Background: an optimization exercise with open tools, aiming at small area and a short achievable clock period. Do not read the settings as production practice.
Only simulation tests tie the RTL to the original design; equivalence was not proved.
Power is estimated from default activity; no workload was simulated.

### flow/run.sh
#!/bin/bash
# synth_recipe.tcl (not shown) runs the flow's synth.tcl, then flattens the netlist and writes it again
# the make line also repeats each setting of config.mk as NAME=value (left out here)
make -C /OpenROAD-flow-scripts/flow DESIGN_CONFIG=/design/flow/config.mk WORK_HOME=/design/flow/orfs CLKGATE_MAP_FILE= SYNTH_SCRIPT=/design/flow/synth_recipe.tcl finish
### flow/config.mk
export PLATFORM = sky130hd
export DESIGN_NAME = bus_responder
export DESIGN_NICKNAME = bus_responder
export VERILOG_FILES = /design/flow/design.v
export SDC_FILE = /design/flow/constraint.sdc
export NUM_CORES = 4
export LEC_CHECK = 0
export CAP_MARGIN = 20
export CORE_MARGIN = 2
export CORE_UTILIZATION = 55
export SLEW_MARGIN = 20
### flow/constraint.sdc
create_clock -name core_clock -period 4.0 [get_ports {CLK}]
set_input_delay 0.8000 -clock core_clock [delete_from_list [all_inputs] [get_ports {CLK}]]
set_output_delay 0.8000 -clock core_clock [all_outputs]
set_load 0.01 [all_outputs]
### flow/design.v
package bus_responder_pkg;
  localparam int BUS_DW = 32;
  localparam logic [7:0] ADDR_CYCLES    = 8'h40;
  localparam logic [7:0] ADDR_FIFO_PUSH = 8'h41;
  localparam logic [7:0] ADDR_STATUS    = 8'h42;
  localparam int ST_OVERFLOW = 31;
  localparam int ST_COLLIDE  = 30;
  localparam int ST_FULL     = 7;
  localparam int ST_EMPTY    = 6;
  localparam int ST_COUNT_LO = 0;
  localparam int ST_COUNT_W  = 5;
  typedef struct packed {
    logic [7:0]        addr;
    logic              rd;
    logic              wr;
    logic [BUS_DW-1:0] wdata;
  } bus_req_t;
  function automatic logic [BUS_DW-1:0] status_word(
    input logic                  overflow,
    input logic                  collide,
    input logic                  full,
    input logic                  empty,
    input logic [ST_COUNT_W-1:0] count
  );
    logic [BUS_DW-1:0] w;
    w = '0;
    w[ST_OVERFLOW] = overflow;
    w[ST_COLLIDE]  = collide;
    w[ST_FULL]     = full;
    w[ST_EMPTY]    = empty;
    w[ST_COUNT_LO +: ST_COUNT_W] = count;
    status_word = w;
  endfunction
endpackage
module sync_fifo #(
  parameter int DEPTH = 4,
  parameter int WIDTH = 32
) (
  input  logic             clk,
  input  logic             rst,
  input  logic             push,    
  input  logic             pop,     
  input  logic [WIDTH-1:0] wdata,
  output logic [WIDTH-1:0] rdata,   
  output logic [DEPTH-1:0] occ
);
  logic [WIDTH-1:0] mem [DEPTH];
  logic             do_push, do_pop;
  logic [DEPTH-1:0] wsel;
  logic [DEPTH:0]   occ_lo, occ_hi;   
  assign do_pop  = pop && occ[0];
  assign do_push = push && (!occ[DEPTH-1] || do_pop);
  assign rdata   = mem[0];
  always_comb begin
    for (int i = 0; i < DEPTH; i++) begin
      if (do_pop) wsel[i] = do_push && occ[i] && (i == DEPTH-1 || !occ[i+1]);
      else        wsel[i] = do_push && (i == 0 || occ[i-1]) && !occ[i];
    end
  end
  always_ff @(posedge clk) begin
    if (rst) occ <= '0;
    else if (do_pop && !do_push) occ <= {1'b0, occ[DEPTH-1:1]};
    else if (do_push && !do_pop) occ <= {occ[DEPTH-2:0], 1'b1};
  end
  always_ff @(posedge clk) begin
    if (!rst) begin
      for (int i = 0; i < DEPTH-1; i++)
        if (wsel[i] || do_pop) mem[i] <= wsel[i] ? wdata : mem[i+1];
      if (do_push) mem[DEPTH-1] <= wdata;
    end
  end
endmodule
module bus_responder #(
  parameter int RAM_WORDS  = 64,
  parameter int FIFO_DEPTH = 4,
  parameter int DATA_W     = 32
) (
  input  logic              CLK,
  input  logic              RST,
  input  logic [7:0]        addr,
  input  logic              rd,
  input  logic              wr,
  input  logic [DATA_W-1:0] wdata,
  output logic [DATA_W-1:0] rdata,
  output logic [DATA_W-1:0] out_data,
  output logic              out_valid,
  input  logic              out_ready
);
  localparam int AW = $clog2(RAM_WORDS);
  logic ram_hit, cyc_hit, push_hit, stat_hit;
  logic [AW-1:0] ram_idx;
  assign ram_hit  = (addr < 8'(RAM_WORDS));
  assign cyc_hit  = (addr == bus_responder_pkg::ADDR_CYCLES);
  assign push_hit = (addr == bus_responder_pkg::ADDR_FIFO_PUSH);
  assign stat_hit = (addr == bus_responder_pkg::ADDR_STATUS);
  assign ram_idx  = addr[AW-1:0];
  logic [DATA_W-1:0] ram [RAM_WORDS];
  logic [DATA_W-1:0] cycles;
  logic              overflow, collide;
  logic                  fifo_push, fifo_pop;
  logic [FIFO_DEPTH-1:0] occ;
  logic                  fifo_full, fifo_empty;
  logic [4:0]            fifo_count;
  assign fifo_push  = wr && push_hit;
  assign fifo_pop   = out_ready;
  assign out_valid  = occ[0];
  assign fifo_full  = occ[FIFO_DEPTH-1];
  assign fifo_empty = !occ[0];
  assign fifo_count = {2'b00, occ[3], occ[1] && !occ[3], (occ[0] && !occ[1]) || (occ[2] && !occ[3])};
  sync_fifo #(.DEPTH(FIFO_DEPTH), .WIDTH(DATA_W)) u_fifo (
    .clk   (CLK),
    .rst   (RST),
    .push  (fifo_push),
    .pop   (fifo_pop),
    .wdata (wdata),
    .rdata (out_data),
    .occ   (occ)
  );
  logic              rd_zero;
  logic [RAM_WORDS-1:0] ram_sel;
  logic [DATA_W-1:0] rd_mux;
  assign rd_zero = RST || wr;
  always_comb begin
    for (int i = 0; i < RAM_WORDS; i++)
      ram_sel[i] = !rd_zero && ram_hit && (ram_idx == AW'(i));
    rd_mux = '0;
    for (int i = 0; i < RAM_WORDS; i++)
      rd_mux = rd_mux | ({DATA_W{ram_sel[i]}} & ram[i]);
    rd_mux = rd_mux | ({DATA_W{!rd_zero && cyc_hit}} & cycles);
    rd_mux = rd_mux | ({DATA_W{!rd_zero && stat_hit}} &
             bus_responder_pkg::status_word(overflow, collide, fifo_full, fifo_empty, fifo_count));
  end
  always_ff @(posedge CLK) begin
    if (!RST && wr && ram_hit) ram[ram_idx] <= wdata;
  end
  always_ff @(posedge CLK) begin
    if (RST)                cycles <= '0;
    else if (wr && cyc_hit) cycles <= wdata;
    else                    cycles <= cycles + DATA_W'(1);
  end
  always_ff @(posedge CLK) begin
    if (RST) begin
      overflow <= 1'b0;
      collide  <= 1'b0;
    end else begin
      if (wr && stat_hit && wdata[0]) begin
        overflow <= 1'b0;
        collide  <= 1'b0;
      end
      if (fifo_push && fifo_full && !(out_ready && occ[0])) overflow <= 1'b1;
      if (rd && wr) collide <= 1'b1;
    end
  end
  always_ff @(posedge CLK) begin
    if (RST || rd) rdata <= rd_mux;
  end
endmodule
==> impl_metrics.json <==
{
  "cts_resized": 0,
  "critPathLaunch": "addr[6]",
  "tritoncts": "done",
  "synth.top_cell.area_share_pct": 76.7,
  "dpl_cell_area_sq_mm": 0.0977,
  "synth_edf_count": 2208,
  "ant_nets": 0,
  "pre_cts_slack_ns": -0.309,
  "netlist-cell-type-count": 83,
  "grt_max_degree": 70,
  "antenna_found_initial": 48,
  "syn_area_sq_mm": 0.0865,
  "crit_path_start_kind": "input pin",
  "clkSinkCount": 2246,
  "cts_max_path_buffers": 3,
  "hold_buffers": 0,
  "hold_path.class": "input pin to flip-flop",
  "leakage_nw": 33.8,
  "dieArea_sq_mm": 0.160,
  "whs_endpoint": "u_fifo.mem[3][7]",
  "layout_setup_ws_ns": 0.245,
  "fin_worst_skew_ns": 0.0694,
  "path_clk_slew_ns": 0.06,
  "drive_gt1_share_pct": 24.9,
  "ir_drop_uv": 481,
  "num_vias": 65500,
  "finalHoldViolCount": 0,
  "numPortBuffers": 109,
  "areaGrowthSynthToFinish_pct": 21.3,
  "rr_endpoint": "rdata[15]",
  "worst_slew_pin_slew_ns": 1.38,
  "synth-seq-cells": 2246,
  "worstSetupPathType": "input pin to flip-flop",
  "status": "no timing/DRC/antenna violations",
  "post-route-drc-count": 0,
  "routed_wirelength_um": 447000,
  "io_pins": 110,
  "yosys.area.top_type": "edfxtp_1",
  "ys_seq_area_share_pct": 77.5,
  "clk_latency_ns": 0.92,
  "firstDrtPassIters": 9,
  "track_usage_pct": 54.9,
  "routabilityCongestion": 1.04,
  "synthArstFlopShare_pct": 0,
  "ff2ff_setup_slack_ns": 0.93,
  "final_common_cell": "edfxtp_1",
  "period_minus_slack_ns": 3.76,
  "grt_first_pass_wirelength_um": 571000,
  "p_per_area_mw_per_mm2": 473,
  "stdcell_area_sq_mm": 0.105,
  "ys_warn_count": 5,
  "grt_overflow": 0,
  "initial_core_util_pct": 55.4,
  "root_buffer": "clkbuf_16",
  "r2r-start": "ram[13][15]",
  "syn-num-nets": 5140,
  "seq_area_sq_mm": 0.0671,
  "initialDrtViolationCount": 16400,
  "slew_headroom_pct": 7.25,
  "synth_ff_type": "edfxtp_1",
  "required_ns": 4.76,
  "synth_cells": 5092,
  "path_max_fanout": 29,
  "drv_slew": 0,
  "layout_common_cells": "edfxtp_1 (2208), buf_4 (637), a22oi_1 (536)",
  "vias_per_cell": 8.00,
  "cts_made_buffers": 221,
  "coreArea_sq_mm": 0.156,
  "wl_per_cell_um": 54.7,
  "synth.area.top_cells": "edfxtp_1 (77%), a22oi_1 (4.7%), mux2_2 (2.4%)",
  "cts_setup_buffers": 0,
  "cap_violations": 0,
  "multi_input_area_sq_mm": 0.0187,
  "hold_slack_ns": 0.214,
  "syn_area_per_cell_sq_um": 17.0,
  "hold_depth": 1,
  "cp-end-kind": "flip-flop",
  "fp-row-count": 145,
  "grt_pass1_vias": 58100,
  "h-tree-depth": 4,
  "fillCellCount": 10700,
  "max_freq_mhz": 266,
  "period_share_pct": 93.9,
  "die_w_um": 401,
  "dp_hpwl_um": 291000,
  "fin_nets": 5939,
  "rr_worst_depth": 6,
  "cp.arrival_ns": 4.52,
  "die_y_um": 401,
  "setup_viol": 0,
  "hp-start": "wdata[7]",
  "rsz0062_at_grt": "false"
}
==> cell families (layout without fill, tap and decap cells) <==
group                    after synthesis  in the layout  synth area share, %
AO/OA/AOI/OAI                       1371           1371                 11.7
XOR/XNOR                              29             29                0.294
adder cells (fa/ha/maj)                3              3               0.0434
buffers and inverters                364           1349                 1.95
flip-flops                          2246           2246                 77.5
multiplexers                         291            291                 3.68
other                                  0             48                    0
AND/OR/NAND/NOR                      788            788                 4.75
==> how the worst max path moves through the flow <==
stage                 endpoint  slack, ns  depth (start not counted)
detailed placement    rdata[1]      -0.31                         10
global placement     rdata[29]      -1.29                         10
global route         rdata[13]       0.47                          9
floorplan           ram[16][0]      -0.27                         11
CTS                  rdata[13]       0.58                          9
finish               rdata[13]       0.24                          9
==> metrics by stage <==
step	power (W)	utilization, %	TNS [ns]	std cells
after global routing	0.0501	67.1	0	8141
after global placement	0.0291	62.5	-2.88	7723
after floorplan	0.0272	-	-68.67	5092
after CTS	0.0491	67.1	0	8134
after detailed placement	0.0292	62.5	-1.33	7725
final	0.0496	67.2	0	8183
==> per-layer routing <==
metal	track usage (%)	share of wire, %	vias to the layer above
met5	0.0595	0.059	-
met2	72.8	40	8107
li1	-	-	22800
met4	45.0	10	32
met3	24.9	18	2144
met1	69.0	32	32500
==> worst max-delay path, stage by stage <==
cell and delay, ns:
clkdlybuf4s50_1 0.58, nor4_4 0.69, buf_4 0.28, nand2_2 0.11, buf_12 0.23, nor3_1 1.04, nor3_1 0.25, nand4_1 0.28
or4_1 0.16
==> cells in the mapped netlist, types with 19 or more instances <==
cell type / number
a211oi_1: 50
a21oi_1: 119
a221oi_1: 65
a222oi_1: 38
a22o_1: 102
a22oi_1: 536
a31oi_1: 25
a32oi_1: 42
and3_1: 33
and3b_1: 22
buf_1: 32
buf_2: 103
buf_4: 20
clkbuf_1: 181
dfxtp_1: 38
edfxtp_1: 2208
mux2_2: 186
mux2i_1: 99
nand2_1: 178
nand3_1: 56
nand4_1: 45
nor2_1: 201
nor3_1: 85
nor3b_1: 21
o211ai_1: 35
o21ai_0: 115
o221ai_1: 19
o22ai_1: 86
o32ai_1: 23
or4_1: 27
==> power breakdown <==
part	internal [W]	switching, W	total, W
Sequential	0.0259	0.0000533	0.0259
Clock	0.0112	0.00943	0.0207
Combinational	0.000775	0.00224	0.00302
==> state kept, by name, summed over array words and instances (netlist names) <==
register / cells
u_fifo.occ: 4
rdata: 32
u_fifo.mem: 128
ram: 2048
collide: 1
cycles: 32
overflow: 1
==> layout make-up <==
| class | instances | share of cell area [%] |
|---|---|---|
| clock inverter | 134 | 1.19 |
| clock buffer | 275 | 5.53 |
| antenna | 48 | 0.114 |
| inverter | 13 | 0.0465 |
| tap | 2058 | 2.45 |
| timing repair buffer | 927 | 8.92 |
| sequential | 2246 | 63.9 |
| multi-input combinational | 2482 | 17.8 |

static timing again, ports no longer ideal:
No port has a modelled driver above. Below, the same layout with a new extraction and two added sets of constraints.
Step 1 (the two cells are an assumption about what drives the block):
set clk [get_ports {CLK}]
set_driving_cell -lib_cell sky130_fd_sc_hd__clkbuf_16 $clk
set_driving_cell -lib_cell sky130_fd_sc_hd__buf_2 [delete_from_list [all_inputs] $clk]
Step 2 also shifts input and output timing later by t, the mid clock arrival at the registers, as if the neighbouring blocks saw the same clock.
Slacks: ideal / step 1 / step 2; pairs: ideal / step 1.
t (ns): 0.972
setup slack, ns: 0.245 / 0.309 / -0.663
latest minus earliest clock arrival (ns): 0.072 / 0.072
cell pins on the clock port's net: 1
With both steps, setup timing fails in this run, where it was met with ideal ports. For this run, drivers alone change the setup slack by +0.064 ns; drivers and shift together by -0.908 ns.
